Source: an optimization exercise on an open RTL-to-GDS flow (aim: small area, a short achievable clock period and few clock cycles). Production flows keep margins and buffers that such runs may drop.
In this exercise RTL edits were held to simulation tests only and were not proved equivalent to the original.

==> trial 27 <==
==> flow/design.v <==
package nice_core_pkg;
   typedef logic [32-1:0]  nice_word_t;
   typedef logic [3-1:0] nice_idx_t;
   typedef enum logic [2:0] {
      OP_NONE,
      OP_LABUF,
      OP_LPBUF,
      OP_SBUF,
      OP_WORK,
      OP_ILLEGAL
   } nice_op_e;
   typedef enum logic [2:0] {
      S_IDLE,
      S_LOAD,
      S_STORE,
      S_WORK,
      S_RESP
   } nice_state_e;
   typedef enum logic [2:0] {
      X_IDLE,
      X_FETCH,
      X_ITER,
      X_WRITE,
      X_DONE
   } nice_exec_state_e;
   typedef struct packed {
      nice_word_t inst;
      nice_word_t rs1;
   } nice_req_t;
   typedef struct packed {
      logic       valid;
      logic       to_p;
      nice_idx_t  idx;
      nice_word_t data;
   } nice_ld_wr_t;
endpackage
`timescale 1ns/1ps
module nice_core_top (
   input  logic                  nice_clk,
   input  logic                  nice_rst_n,
   output logic                  nice_active,
   output logic                  nice_mem_holdup,
   input  logic                  nice_req_valid,
   output logic                  nice_req_ready,
   input  logic [32-1:0] nice_req_inst,
   input  logic [32-1:0] nice_req_rs1,
   input  logic [32-1:0] nice_req_rs2,
   output logic                  nice_rsp_valid,
   input  logic                  nice_rsp_ready,
   output logic [32-1:0] nice_rsp_rdat,
   output logic                  nice_rsp_err,
   output logic                  nice_icb_cmd_valid,
   input  logic                  nice_icb_cmd_ready,
   output logic [32-1:0] nice_icb_cmd_addr,
   output logic                  nice_icb_cmd_read,
   output logic [32-1:0] nice_icb_cmd_wdata,
   input  logic                  nice_icb_rsp_valid,
   output logic                  nice_icb_rsp_ready,
   input  logic [32-1:0] nice_icb_rsp_rdata,
   input  logic                  nice_icb_rsp_err
);
   localparam int STEPS = 2;
   logic d_mem3, d_labuf, d_lpbuf, d_sbuf, d_work, d_mem, d_ill;
   assign d_mem3  = (nice_req_inst[6:0] == 7'h7b) &&
                    (nice_req_inst[14:12] == 3'b010);
   assign d_labuf = d_mem3 && (nice_req_inst[31:25] == 7'b0000001);
   assign d_lpbuf = d_mem3 && (nice_req_inst[31:25] == 7'b0000011);
   assign d_sbuf  = d_mem3 && (nice_req_inst[31:25] == 7'b0000100);
   assign d_work  = (nice_req_inst[6:0] == 7'h7b) &&
                    (nice_req_inst[14:12] == 3'b000) &&
                    (nice_req_inst[31:25] == 7'b0000101);
   assign d_mem   = d_labuf | d_lpbuf | d_sbuf;
   assign d_ill   = !(d_mem | d_work);
   logic        inflight;    
   logic        k_work;
   logic        k_ill;
   logic        mem_busy;    
   logic        mem_done;    
   logic        is_store;
   logic        to_p;
   logic        err_r;
   logic [3:0]  cmd_cnt;
   logic [2:0]  rsp_cnt;
   logic [31:0] addr_r;
   logic        acc;
   logic        cmd_hsk;
   logic        rsp_fire;
   logic        rsp_hsk;
   logic [7:0]  rdy;         
   logic        cbusy;       
   logic [31:0] r_rd;        
   logic [31:0] r7;
   assign nice_req_ready = !inflight;
   assign acc            = nice_req_valid && !inflight;
   assign nice_active    = nice_req_valid || inflight;
   assign nice_icb_cmd_valid = mem_busy && !cmd_cnt[3] &&
                               (is_store ? rdy[cmd_cnt[2:0]] : !cbusy);
   assign nice_icb_cmd_addr  = addr_r;
   assign nice_icb_cmd_read  = !is_store;
   assign nice_icb_cmd_wdata = r_rd;
   assign nice_icb_rsp_ready = 1'b1;
   assign cmd_hsk  = nice_icb_cmd_valid && nice_icb_cmd_ready;
   assign rsp_fire = mem_busy && nice_icb_rsp_valid;
   assign nice_mem_holdup = mem_busy;
   assign nice_rsp_valid  = inflight && (k_ill || mem_done || (k_work && rdy[7]));
   assign nice_rsp_err    = err_r;
   assign nice_rsp_rdat   = k_work ? r7 : 32'h0;
   assign rsp_hsk         = nice_rsp_valid && nice_rsp_ready;
   always_ff @(posedge nice_clk) begin
      if (!nice_rst_n) begin
         inflight <= 1'b0;
         k_work   <= 1'b0;
         k_ill    <= 1'b0;
         mem_busy <= 1'b0;
         mem_done <= 1'b0;
      end else if (acc) begin
         inflight <= 1'b1;
         k_work   <= d_work;
         k_ill    <= d_ill;
         mem_busy <= d_mem;
         mem_done <= 1'b0;
      end else begin
         if (rsp_fire && rsp_cnt == 3'd7) begin
            mem_busy <= 1'b0;
            mem_done <= 1'b1;
         end
         if (rsp_hsk) begin
            inflight <= 1'b0;
            k_work   <= 1'b0;
            k_ill    <= 1'b0;
            mem_done <= 1'b0;
         end
      end
   end
   always_ff @(posedge nice_clk) begin
      if (acc) begin
         is_store <= d_sbuf;
         to_p     <= d_lpbuf;
         err_r    <= d_ill;
         cmd_cnt  <= 4'd0;
         rsp_cnt  <= 3'd0;
         addr_r   <= nice_req_rs1;
      end else begin
         if (cmd_hsk) begin
            cmd_cnt <= cmd_cnt + 4'd1;
            addr_r  <= addr_r + 32'd4;
         end
         if (rsp_fire) begin
            rsp_cnt <= rsp_cnt + 3'd1;
            err_r   <= err_r | nice_icb_rsp_err;
         end
      end
   end
   logic [31:0] a_mem [8];
   logic [31:0] p_mem [8];
   logic [7:0]  a_vld;
   logic [7:0]  p_vld;
   logic        ld_a;
   logic        ld_p;
   assign ld_a = rsp_fire && !is_store && !to_p;
   assign ld_p = rsp_fire && !is_store && to_p;
   always_ff @(posedge nice_clk) begin
      for (int i = 0; i < 8; i++) begin
         if (ld_a && rsp_cnt == i) a_mem[i] <= nice_icb_rsp_rdata;
         if (ld_p && rsp_cnt == i) p_mem[i] <= nice_icb_rsp_rdata;
      end
   end
   always_ff @(posedge nice_clk) begin
      if (!nice_rst_n) begin
         a_vld <= 8'h0;
         p_vld <= 8'h0;
      end else begin
         for (int i = 0; i < 8; i++) begin
            if (ld_a && rsp_cnt == i) a_vld[i] <= 1'b1;
            if (ld_p && rsp_cnt == i) p_vld[i] <= 1'b1;
         end
      end
   end
   logic [3:0]  ord;         
   logic        start;
   logic        pact;
   logic [2:0]  pk;
   logic [31:0] pa;
   logic [31:0] pp;
   logic [5:0]  la;
   logic [5:0]  lp;
   logic        direct;
   logic [4:0]  sh;
   logic [31:0] d0;
   logic        adv;
   logic        load;
   logic        dwr;
   function automatic [5:0] lzc32(input [31:0] x);
      integer i;
      begin
         lzc32 = 6'd32;
         for (i = 0; i < 32; i = i + 1) begin
            if (x[i]) lzc32 = 6'd31 - i[5:0];
         end
      end
   endfunction
   assign cbusy = !(&rdy);
   assign start = acc && d_work && !cbusy;
   assign pact  = start || (cbusy && !ord[3]);
   assign pk    = ord[2:0] - 3'd1;
   always_comb begin
      pa = 32'h0;
      pp = 32'h0;
      for (int i = 0; i < 8; i++) begin
         if (pk == i) begin
            pa = a_vld[i] ? a_mem[i] : 32'h0;
            pp = p_vld[i] ? p_mem[i] : 32'h0;
         end
      end
   end
   assign la     = lzc32(pa);
   assign lp     = lzc32(pp);
   assign direct = (pp == 32'h0) || (la > lp);
   assign sh     = 5'(lp - la);
   assign d0     = pp << sh;
   logic        ubusy;
   logic [4:0]  ucnt;        
   logic [31:0] urem;
   logic [31:0] ud;
   logic [2:0]  uk;
   logic        ufin;
   logic [31:0] unext;
   logic [31:0] dj;
   logic [32:0] df;
   always_comb begin
      dj = ud;
      df = 33'h0;
      unext = urem;
      for (int j = 0; j < STEPS; j++) begin
         dj = ud >> j;
         df = {1'b0, unext} - {1'b0, dj};
         if (ucnt >= 5'(j) && !df[32]) unext = df[31:0];
      end
   end
   assign ufin = ubusy && (ucnt < 5'(STEPS));
   assign adv  = pact && (direct ? !ufin : (!ubusy || ufin));
   assign load = adv && !direct;
   assign dwr  = adv && direct;
   always_ff @(posedge nice_clk) begin
      if (!nice_rst_n) begin
         ubusy <= 1'b0;
      end else if (load) begin
         ubusy <= 1'b1;
      end else if (ufin) begin
         ubusy <= 1'b0;
      end
   end
   always_ff @(posedge nice_clk) begin
      if (load) begin
         urem <= pa;
         ud   <= d0;
         ucnt <= sh;
         uk   <= pk;
      end else begin
         urem <= unext;
         ud   <= ud >> STEPS;
         ucnt <= ucnt - 5'(STEPS);
      end
   end
   logic [31:0] r_mem [8];
   logic [7:0]  r_vld;
   logic        r_we;
   logic [2:0]  r_wi;
   logic [31:0] r_wd;
   assign r_we = ufin || dwr;
   assign r_wi = ufin ? uk : pk;
   assign r_wd = ufin ? unext : pa;
   always_ff @(posedge nice_clk) begin
      for (int i = 0; i < 8; i++) begin
         if (r_we && r_wi == i) r_mem[i] <= r_wd;
      end
   end
   always_ff @(posedge nice_clk) begin
      if (!nice_rst_n) begin
         r_vld <= 8'h0;
         rdy   <= 8'hff;
         ord   <= 4'd0;
      end else begin
         for (int i = 0; i < 8; i++) begin
            if (start) rdy[i] <= r_we && r_wi == i;
            else if (r_we && r_wi == i) rdy[i] <= 1'b1;
            if (r_we && r_wi == i) r_vld[i] <= 1'b1;
         end
         if (start) ord <= 4'd1;
         else if (adv) ord <= ord + 4'd1;
      end
   end
   always_comb begin
      r_rd = 32'h0;
      for (int i = 0; i < 8; i++) begin
         if (cmd_cnt[2:0] == i && r_vld[i]) r_rd = r_mem[i];
      end
   end
   assign r7 = r_mem[7];
endmodule
==> flow/run.sh <==
#!/bin/bash
# synth_recipe.tcl (not shown) runs the flow's synth.tcl, then flattens the netlist and writes it again
# the make line also repeats each setting of config.mk as NAME=value (left out here)
make -C /OpenROAD-flow-scripts/flow DESIGN_CONFIG=/design/flow/config.mk WORK_HOME=/design/flow/orfs CLKGATE_MAP_FILE= SYNTH_SCRIPT=/design/flow/synth_recipe.tcl finish
==> flow/config.mk <==
export PLATFORM = sky130hd
export DESIGN_NAME = nice_core_top
export DESIGN_NICKNAME = nice_core_top
export VERILOG_FILES = /design/flow/design.v
export SDC_FILE = /design/flow/constraint.sdc
export NUM_CORES = 4
export LEC_CHECK = 0
export CAP_MARGIN = 20
export CORE_MARGIN = 2
export CORE_UTILIZATION = 40
export SLEW_MARGIN = 20
==> flow/constraint.sdc <==
create_clock -name core_clock -period 8.0 [get_ports {nice_clk}]
set_input_delay 1.6000 -clock core_clock [delete_from_list [all_inputs] [get_ports {nice_clk}]]
set_output_delay 1.6000 -clock core_clock [all_outputs]
set_load 0.01 [all_outputs]
==> build 58 (differences from trial 27) <==
--- a/flow/design.v
+++ b/flow/design.v
@@ -91,2 +91,3 @@
    logic [31:0] r_rd;        
+   logic [7:0]  csel;        
    logic [31:0] r7;
@@ -96,3 +97,3 @@
    assign nice_icb_cmd_valid = mem_busy && !cmd_cnt[3] &&
-                               (is_store ? rdy[cmd_cnt[2:0]] : !cbusy);
+                               (is_store ? |(csel & rdy) : !cbusy);
    assign nice_icb_cmd_addr  = addr_r;
@@ -100,5 +101,5 @@
    assign nice_icb_cmd_wdata = r_rd;
-   assign nice_icb_rsp_ready = 1'b1;
+   assign nice_icb_rsp_ready = rsp_ok;
    assign cmd_hsk  = nice_icb_cmd_valid && nice_icb_cmd_ready;
-   assign rsp_fire = mem_busy && nice_icb_rsp_valid;
+   assign rsp_fire = mem_busy && nice_icb_rsp_valid && rsp_ok;
    assign nice_mem_holdup = mem_busy;
@@ -140,2 +141,3 @@
          cmd_cnt  <= 4'd0;
+         csel     <= 8'h01;
          rsp_cnt  <= 3'd0;
@@ -145,2 +147,3 @@
             cmd_cnt <= cmd_cnt + 4'd1;
+            csel    <= {csel[6:0], csel[7]};
             addr_r  <= addr_r + 32'd4;
@@ -153,4 +156,17 @@
    end
-   logic [31:0] a_mem [8];
-   logic [31:0] p_mem [8];
+   logic [31:0] a_q [8];
+   logic [31:0] p_q [8];
+   logic [5:0]  la_q [8];    
+   logic [5:0]  lp_q [8];
+   logic        wr_a;
+   logic        wr_p;
+   function automatic [5:0] lzc32(input [31:0] x);
+      integer i;
+      begin
+         lzc32 = 6'd32;
+         for (i = 0; i < 32; i = i + 1) begin
+            if (x[i]) lzc32 = 6'd31 - i[5:0];
+         end
+      end
+   endfunction
    logic [7:0]  a_vld;
@@ -159,2 +175,14 @@
    logic        ld_p;
+   logic        rsp_ok;
+   logic [2:0]  ph;
+   logic [2:0]  ph_n;
+   logic        cnt0;
+   logic        cnt0_n;
+   assign ph_n   = (rsp_fire && cnt0) ? 3'd0 : rsp_fire ? ph : ph - 3'd1;
+   assign cnt0_n = acc ? 1'b1 : (rsp_fire ? 1'b0 : cnt0);
+   always_ff @(posedge nice_clk) begin
+      ph     <= ph_n;
+      cnt0   <= cnt0_n;
+      rsp_ok <= (acc ? d_sbuf : is_store) || cnt0_n || (ph_n == 3'd0);
+   end
    assign ld_a = rsp_fire && !is_store && !to_p;
@@ -162,6 +190,20 @@
    always_ff @(posedge nice_clk) begin
-      for (int i = 0; i < 8; i++) begin
-         if (ld_a && rsp_cnt == i) a_mem[i] <= nice_icb_rsp_rdata;
-         if (ld_p && rsp_cnt == i) p_mem[i] <= nice_icb_rsp_rdata;
+      for (int i = 0; i < 7; i++) begin
+         a_q[i] <= a_q[i+1];
+         p_q[i] <= p_q[i+1];
+      end
+      a_q[7] <= ld_a ? nice_icb_rsp_rdata : a_q[0];
+      p_q[7] <= ld_p ? nice_icb_rsp_rdata : p_q[0];
+      for (int i = 0; i < 7; i++) begin
+         if (i != 6) begin
+            la_q[i] <= la_q[i+1];
+            lp_q[i] <= lp_q[i+1];
+         end
       end
+      la_q[7] <= la_q[0];
+      lp_q[7] <= lp_q[0];
+      la_q[6] <= wr_a ? lzc32(a_q[7]) : la_q[7];
+      lp_q[6] <= wr_p ? lzc32(p_q[7]) : lp_q[7];
+      wr_a    <= ld_a;
+      wr_p    <= ld_p;
    end
@@ -178,3 +220,4 @@
    end
-   logic [3:0]  ord;         
+   logic [7:0]  psel;        
+   logic        pend;        
    logic        start;
@@ -189,25 +232,18 @@
    logic [31:0] d0;
-   logic        adv;
    logic        load;
-   logic        dwr;
-   function automatic [5:0] lzc32(input [31:0] x);
-      integer i;
-      begin
-         lzc32 = 6'd32;
-         for (i = 0; i < 32; i = i + 1) begin
-            if (x[i]) lzc32 = 6'd31 - i[5:0];
-         end
-      end
-   endfunction
+   logic        uld;
    assign cbusy = !(&rdy);
    assign start = acc && d_work && !cbusy;
-   assign pact  = start || (cbusy && !ord[3]);
-   assign pk    = ord[2:0] - 3'd1;
+   assign pact  = start || (cbusy && !pend);
+   logic        pva;
+   logic        pvp;
    always_comb begin
-      pa = 32'h0;
-      pp = 32'h0;
+      pk  = 3'd0;
+      pva = 1'b0;
+      pvp = 1'b0;
       for (int i = 0; i < 8; i++) begin
-         if (pk == i) begin
-            pa = a_vld[i] ? a_mem[i] : 32'h0;
-            pp = p_vld[i] ? p_mem[i] : 32'h0;
+         if (psel[i]) begin
+            pk  = pk | 3'(i);
+            pva = pva | a_vld[i];
+            pvp = pvp | p_vld[i];
          end
@@ -215,5 +251,27 @@
    end
-   assign la     = lzc32(pa);
-   assign lp     = lzc32(pp);
-   assign direct = (pp == 32'h0) || (la > lp);
+   logic [7:0]  sela;
+   logic [7:0]  selp;
+   always_ff @(posedge nice_clk) begin
+      if (ld_a && rsp_cnt == 3'd0) sela <= 8'h40;
+      else if (!load) sela <= {sela[0], sela[7:1]};
+      if (ld_p && rsp_cnt == 3'd0) selp <= 8'h40;
+      else if (!load) selp <= {selp[0], selp[7:1]};
+   end
+   always_comb begin
+      pa = 32'h0;
+      pp = 32'h0;
+      la = 6'd0;
+      lp = 6'd0;
+      for (int i = 0; i < 8; i++) begin
+         if (sela[i]) pa = pa | a_q[i];
+         if (selp[i]) pp = pp | p_q[i];
+         if (sela[i]) la = la | la_q[i];
+         if (selp[i]) lp = lp | lp_q[i];
+      end
+      if (!pva) pa = 32'h0;
+      if (!pvp) pp = 32'h0;
+      if (!pva) la = 6'd32;
+      if (!pvp) lp = 6'd32;
+   end
+   assign direct = lp[5] || (la > lp);
    assign sh     = 5'(lp - la);
@@ -227,18 +285,29 @@
    logic [31:0] unext;
-   logic [31:0] dj;
-   logic [32:0] df;
+   logic [33:0] e1;
+   logic [33:0] e2;
+   logic [33:0] e3;
+   logic        two;
+   assign two = (ucnt != 5'd0);
+   assign e1  = {2'b0, urem} - {3'b0, ud[31:1]};
+   assign e2  = {2'b0, urem} - {2'b0, ud};
+   logic [33:0] cs_a;
+   logic [33:0] cs_b;
+   logic [33:0] cs_c;
+   logic [33:0] cs_s;
+   logic [33:0] cs_k;
+   assign cs_a = {2'b0, urem};
+   assign cs_b = ~{2'b0, ud};
+   assign cs_c = ~{3'b0, ud[31:1]};
+   assign cs_s = cs_a ^ cs_b ^ cs_c;
+   assign cs_k = (cs_a & cs_b) | (cs_a & cs_c) | (cs_b & cs_c);
+   assign e3  = cs_s - ~{cs_k[32:0], 1'b1};
    always_comb begin
-      dj = ud;
-      df = 33'h0;
-      unext = urem;
-      for (int j = 0; j < STEPS; j++) begin
-         dj = ud >> j;
-         df = {1'b0, unext} - {1'b0, dj};
-         if (ucnt >= 5'(j) && !df[32]) unext = df[31:0];
-      end
+      if (two && !e3[33])      unext = e3[31:0];
+      else if (!e2[33])        unext = e2[31:0];
+      else if (two && !e1[33]) unext = e1[31:0];
+      else                     unext = urem;
    end
    assign ufin = ubusy && (ucnt < 5'(STEPS));
-   assign adv  = pact && (direct ? !ufin : (!ubusy || ufin));
-   assign load = adv && !direct;
-   assign dwr  = adv && direct;
+   assign uld  = !ubusy || ufin;
+   assign load = pact && uld;
    always_ff @(posedge nice_clk) begin
@@ -253,6 +322,6 @@
    always_ff @(posedge nice_clk) begin
-      if (load) begin
+      if (uld) begin
          urem <= pa;
-         ud   <= d0;
-         ucnt <= sh;
+         ud   <= direct ? 32'h0 : d0;
+         ucnt <= direct ? 5'd0 : sh;
          uk   <= pk;
@@ -264,13 +333,45 @@
    end
+   always_ff @(posedge nice_clk) begin
+      if (!nice_rst_n) begin
+         psel <= 8'h80;
+         pend <= 1'b0;
+      end else if (start) begin
+         psel <= 8'h01;
+         pend <= 1'b0;
+      end else if (load) begin
+         psel <= {psel[6:0], 1'b0};
+         pend <= psel[6];
+      end else if (!cbusy) begin
+         psel <= 8'h80;
+      end
+   end
    logic [31:0] r_mem [8];
    logic [7:0]  r_vld;
-   logic        r_we;
-   logic [2:0]  r_wi;
-   logic [31:0] r_wd;
-   assign r_we = ufin || dwr;
-   assign r_wi = ufin ? uk : pk;
-   assign r_wd = ufin ? unext : pa;
+   logic [31:0] wb;
+   logic [2:0]  wk;
+   logic        wv;
+   logic [7:0]  wsel;
    always_ff @(posedge nice_clk) begin
+      wb <= unext;
+      wk <= uk;
       for (int i = 0; i < 8; i++) begin
-         if (r_we && r_wi == i) r_mem[i] <= r_wd;
+         if (wsel[i]) r_mem[i] <= wb;
+      end
+   end
+   logic [7:0]  wsel_n;
+   logic [7:0]  csel_n;
+   logic        fw;          
+   always_comb begin
+      for (int i = 0; i < 8; i++) wsel_n[i] = ufin && (uk == i);
+   end
+   assign csel_n = cmd_hsk ? {csel[6:0], csel[7]} : csel;
+   always_ff @(posedge nice_clk) begin
+      if (!nice_rst_n) begin
+         wv   <= 1'b0;
+         wsel <= 8'h0;
+         fw   <= 1'b0;
+      end else begin
+         wv   <= ufin;
+         wsel <= wsel_n;
+         fw   <= |(csel_n & wsel_n);
       end
@@ -281,11 +382,8 @@
          rdy   <= 8'hff;
-         ord   <= 4'd0;
       end else begin
          for (int i = 0; i < 8; i++) begin
-            if (start) rdy[i] <= r_we && r_wi == i;
-            else if (r_we && r_wi == i) rdy[i] <= 1'b1;
-            if (r_we && r_wi == i) r_vld[i] <= 1'b1;
+            if (start) rdy[i] <= 1'b0;
+            else if (ufin && uk == i) rdy[i] <= 1'b1;
+            if (wsel[i]) r_vld[i] <= 1'b1;
          end
-         if (start) ord <= 4'd1;
-         else if (adv) ord <= ord + 4'd1;
       end
@@ -295,6 +393,7 @@
       for (int i = 0; i < 8; i++) begin
-         if (cmd_cnt[2:0] == i && r_vld[i]) r_rd = r_mem[i];
+         if (csel[i] && r_vld[i]) r_rd = r_rd | r_mem[i];
       end
+      if (fw) r_rd = wb;
    end
-   assign r7 = r_mem[7];
+   assign r7 = wsel[7] ? wb : r_mem[7];
 endmodule
CTS_BUF_LIST = sky130_fd_sc_hd__clkbuf_4 sky130_fd_sc_hd__clkbuf_8   (was unset)
CTS_CLUSTER_SIZE = 25   (was unset)
SETUP_SLACK_MARGIN = 4.2   (was unset)
==> build 89 (differences from trial 27) <==
--- a/flow/design.v
+++ b/flow/design.v
@@ -178,3 +178,4 @@
    end
-   logic [3:0]  ord;         
+   logic [7:0]  psel;        
+   logic        pend;        
    logic        start;
@@ -189,5 +190,3 @@
    logic [31:0] d0;
-   logic        adv;
    logic        load;
-   logic        dwr;
    function automatic [5:0] lzc32(input [31:0] x);
@@ -203,4 +202,3 @@
    assign start = acc && d_work && !cbusy;
-   assign pact  = start || (cbusy && !ord[3]);
-   assign pk    = ord[2:0] - 3'd1;
+   assign pact  = start || (cbusy && !pend);
    always_comb begin
@@ -208,6 +206,8 @@
       pp = 32'h0;
+      pk = 3'd0;
       for (int i = 0; i < 8; i++) begin
-         if (pk == i) begin
-            pa = a_vld[i] ? a_mem[i] : 32'h0;
-            pp = p_vld[i] ? p_mem[i] : 32'h0;
+         if (psel[i]) begin
+            pa = pa | (a_vld[i] ? a_mem[i] : 32'h0);
+            pp = pp | (p_vld[i] ? p_mem[i] : 32'h0);
+            pk = pk | 3'(i);
          end
@@ -229,2 +229,22 @@
    logic [32:0] df;
+   function automatic [32:0] sub_ge(input [31:0] x, input [31:0] y);
+      reg [31:0] gg;
+      reg [31:0] pp;
+      reg [31:0] hx;
+      integer i;
+      integer d;
+      begin
+         hx = x ^ ~y;
+         gg = x & ~y;
+         pp = x | ~y;
+         gg[0] = gg[0] | pp[0];
+         for (d = 1; d < 32; d = d * 2) begin
+            for (i = 31; i >= d; i = i - 1) begin
+               gg[i] = gg[i] | (pp[i] & gg[i-d]);
+               pp[i] = pp[i] & pp[i-d];
+            end
+         end
+         sub_ge = {gg[31], hx ^ {gg[30:0], 1'b1}};
+      end
+   endfunction
    always_comb begin
@@ -235,4 +255,4 @@
          dj = ud >> j;
-         df = {1'b0, unext} - {1'b0, dj};
-         if (ucnt >= 5'(j) && !df[32]) unext = df[31:0];
+         df = sub_ge(unext, dj);
+         if (ucnt >= 5'(j) && df[32]) unext = df[31:0];
       end
@@ -240,5 +260,3 @@
    assign ufin = ubusy && (ucnt < 5'(STEPS));
-   assign adv  = pact && (direct ? !ufin : (!ubusy || ufin));
-   assign load = adv && !direct;
-   assign dwr  = adv && direct;
+   assign load = pact && (!ubusy || ufin);
    always_ff @(posedge nice_clk) begin
@@ -255,4 +273,4 @@
          urem <= pa;
-         ud   <= d0;
-         ucnt <= sh;
+         ud   <= direct ? 32'h0 : d0;
+         ucnt <= direct ? 5'd0 : sh;
          uk   <= pk;
@@ -264,13 +282,21 @@
    end
+   always_ff @(posedge nice_clk) begin
+      if (!nice_rst_n) begin
+         psel <= 8'h80;
+         pend <= 1'b0;
+      end else if (start) begin
+         psel <= 8'h01;
+         pend <= 1'b0;
+      end else if (load) begin
+         psel <= {psel[6:0], 1'b0};
+         pend <= psel[6];
+      end else if (!cbusy) begin
+         psel <= 8'h80;
+      end
+   end
    logic [31:0] r_mem [8];
    logic [7:0]  r_vld;
-   logic        r_we;
-   logic [2:0]  r_wi;
-   logic [31:0] r_wd;
-   assign r_we = ufin || dwr;
-   assign r_wi = ufin ? uk : pk;
-   assign r_wd = ufin ? unext : pa;
    always_ff @(posedge nice_clk) begin
       for (int i = 0; i < 8; i++) begin
-         if (r_we && r_wi == i) r_mem[i] <= r_wd;
+         if (ufin && uk == i) r_mem[i] <= unext;
       end
@@ -281,11 +307,8 @@
          rdy   <= 8'hff;
-         ord   <= 4'd0;
       end else begin
          for (int i = 0; i < 8; i++) begin
-            if (start) rdy[i] <= r_we && r_wi == i;
-            else if (r_we && r_wi == i) rdy[i] <= 1'b1;
-            if (r_we && r_wi == i) r_vld[i] <= 1'b1;
+            if (start) rdy[i] <= 1'b0;
+            else if (ufin && uk == i) rdy[i] <= 1'b1;
+            if (ufin && uk == i) r_vld[i] <= 1'b1;
          end
-         if (start) ord <= 4'd1;
-         else if (adv) ord <= ord + 4'd1;
       end
SETUP_SLACK_MARGIN = 4.2   (was unset)
==> impl_metrics.tcl <==
set metrics [dict create \
    status "no timing/DRC/antenna violations" \
    slowest_stage "or4_4" \
    multi_input_area_share 0.320 \
    tap_cells 1403 \
    timing.rr.end "urem[24]" \
    multi_input_gates 2332 \
    seqCellArea_um2 26800 \
]
(the above is from build 89)
==> impl_metrics.tcl <==
set metrics [dict create \
    cp-start-kind "flop" \
    slowest_stage "a2111oi_0" \
    timing.rr.end "ud[6]" \
    seqCellArea_um2 26600 \
    status "no timing/DRC/antenna violations" \
    multi_input_area_share 0.317 \
    tap_cells 1414 \
    multi_input_gates 2476 \
]
(the above is from trial 27)
==> impl_metrics.tcl <==
set metrics [dict create \
    multi_input_area_share 0.350 \
    tap_cells 1403 \
    slowest_stage "dfxtp_4" \
    multi_input_gates 2462 \
    layout_common_cells "795 x dfxtp_1, 300 x a22oi_1, 262 x edfxtp_1" \
    status "no timing/DRC/antenna violations" \
]
(the above is from build 58)
Testbench counts of trial 27, summed over its fixed seeds: cycles 4,803.
Testbench counts of build 58, summed over its fixed seeds: cycles 4,928.
Testbench counts of build 89, summed over its fixed seeds: cycles 4,928.

## port drivers added, routing unchanged
Ports are ideal in the flow. The routed layouts listed here were re-timed in OpenROAD. Step 1, drivers: a clkbuf_16 drives nice_clk and a buf_2 each remaining input, both assumed. Step 2 times the ports against the registers' clock, not the clock port: input delays grow and output delays shrink by t, the midpoint of the rising clock arrivals with the driver on. Three values: no drivers, after step 1, after step 2; two values: the first two.
run | t (ns) | slack for setup (ns) | worst setup path at the end | latest minus earliest clock arrival (ns)
trial 27 | 0.746 | 0.482 / 0.482 / 0.482 | register to register | 0.027 / 0.027
build 58 | 0.897 | 4.010 / 3.943 / 3.583 | input to register | 0.048 / 0.049
build 89 | 0.754 | 2.470 / 2.470 / 2.470 | register to register | 0.054 / 0.054
After both steps setup and hold are still met in every run listed. For build 58, which loses most, drivers alone change the setup slack by -0.067 ns; drivers and shift together by -0.427 ns.
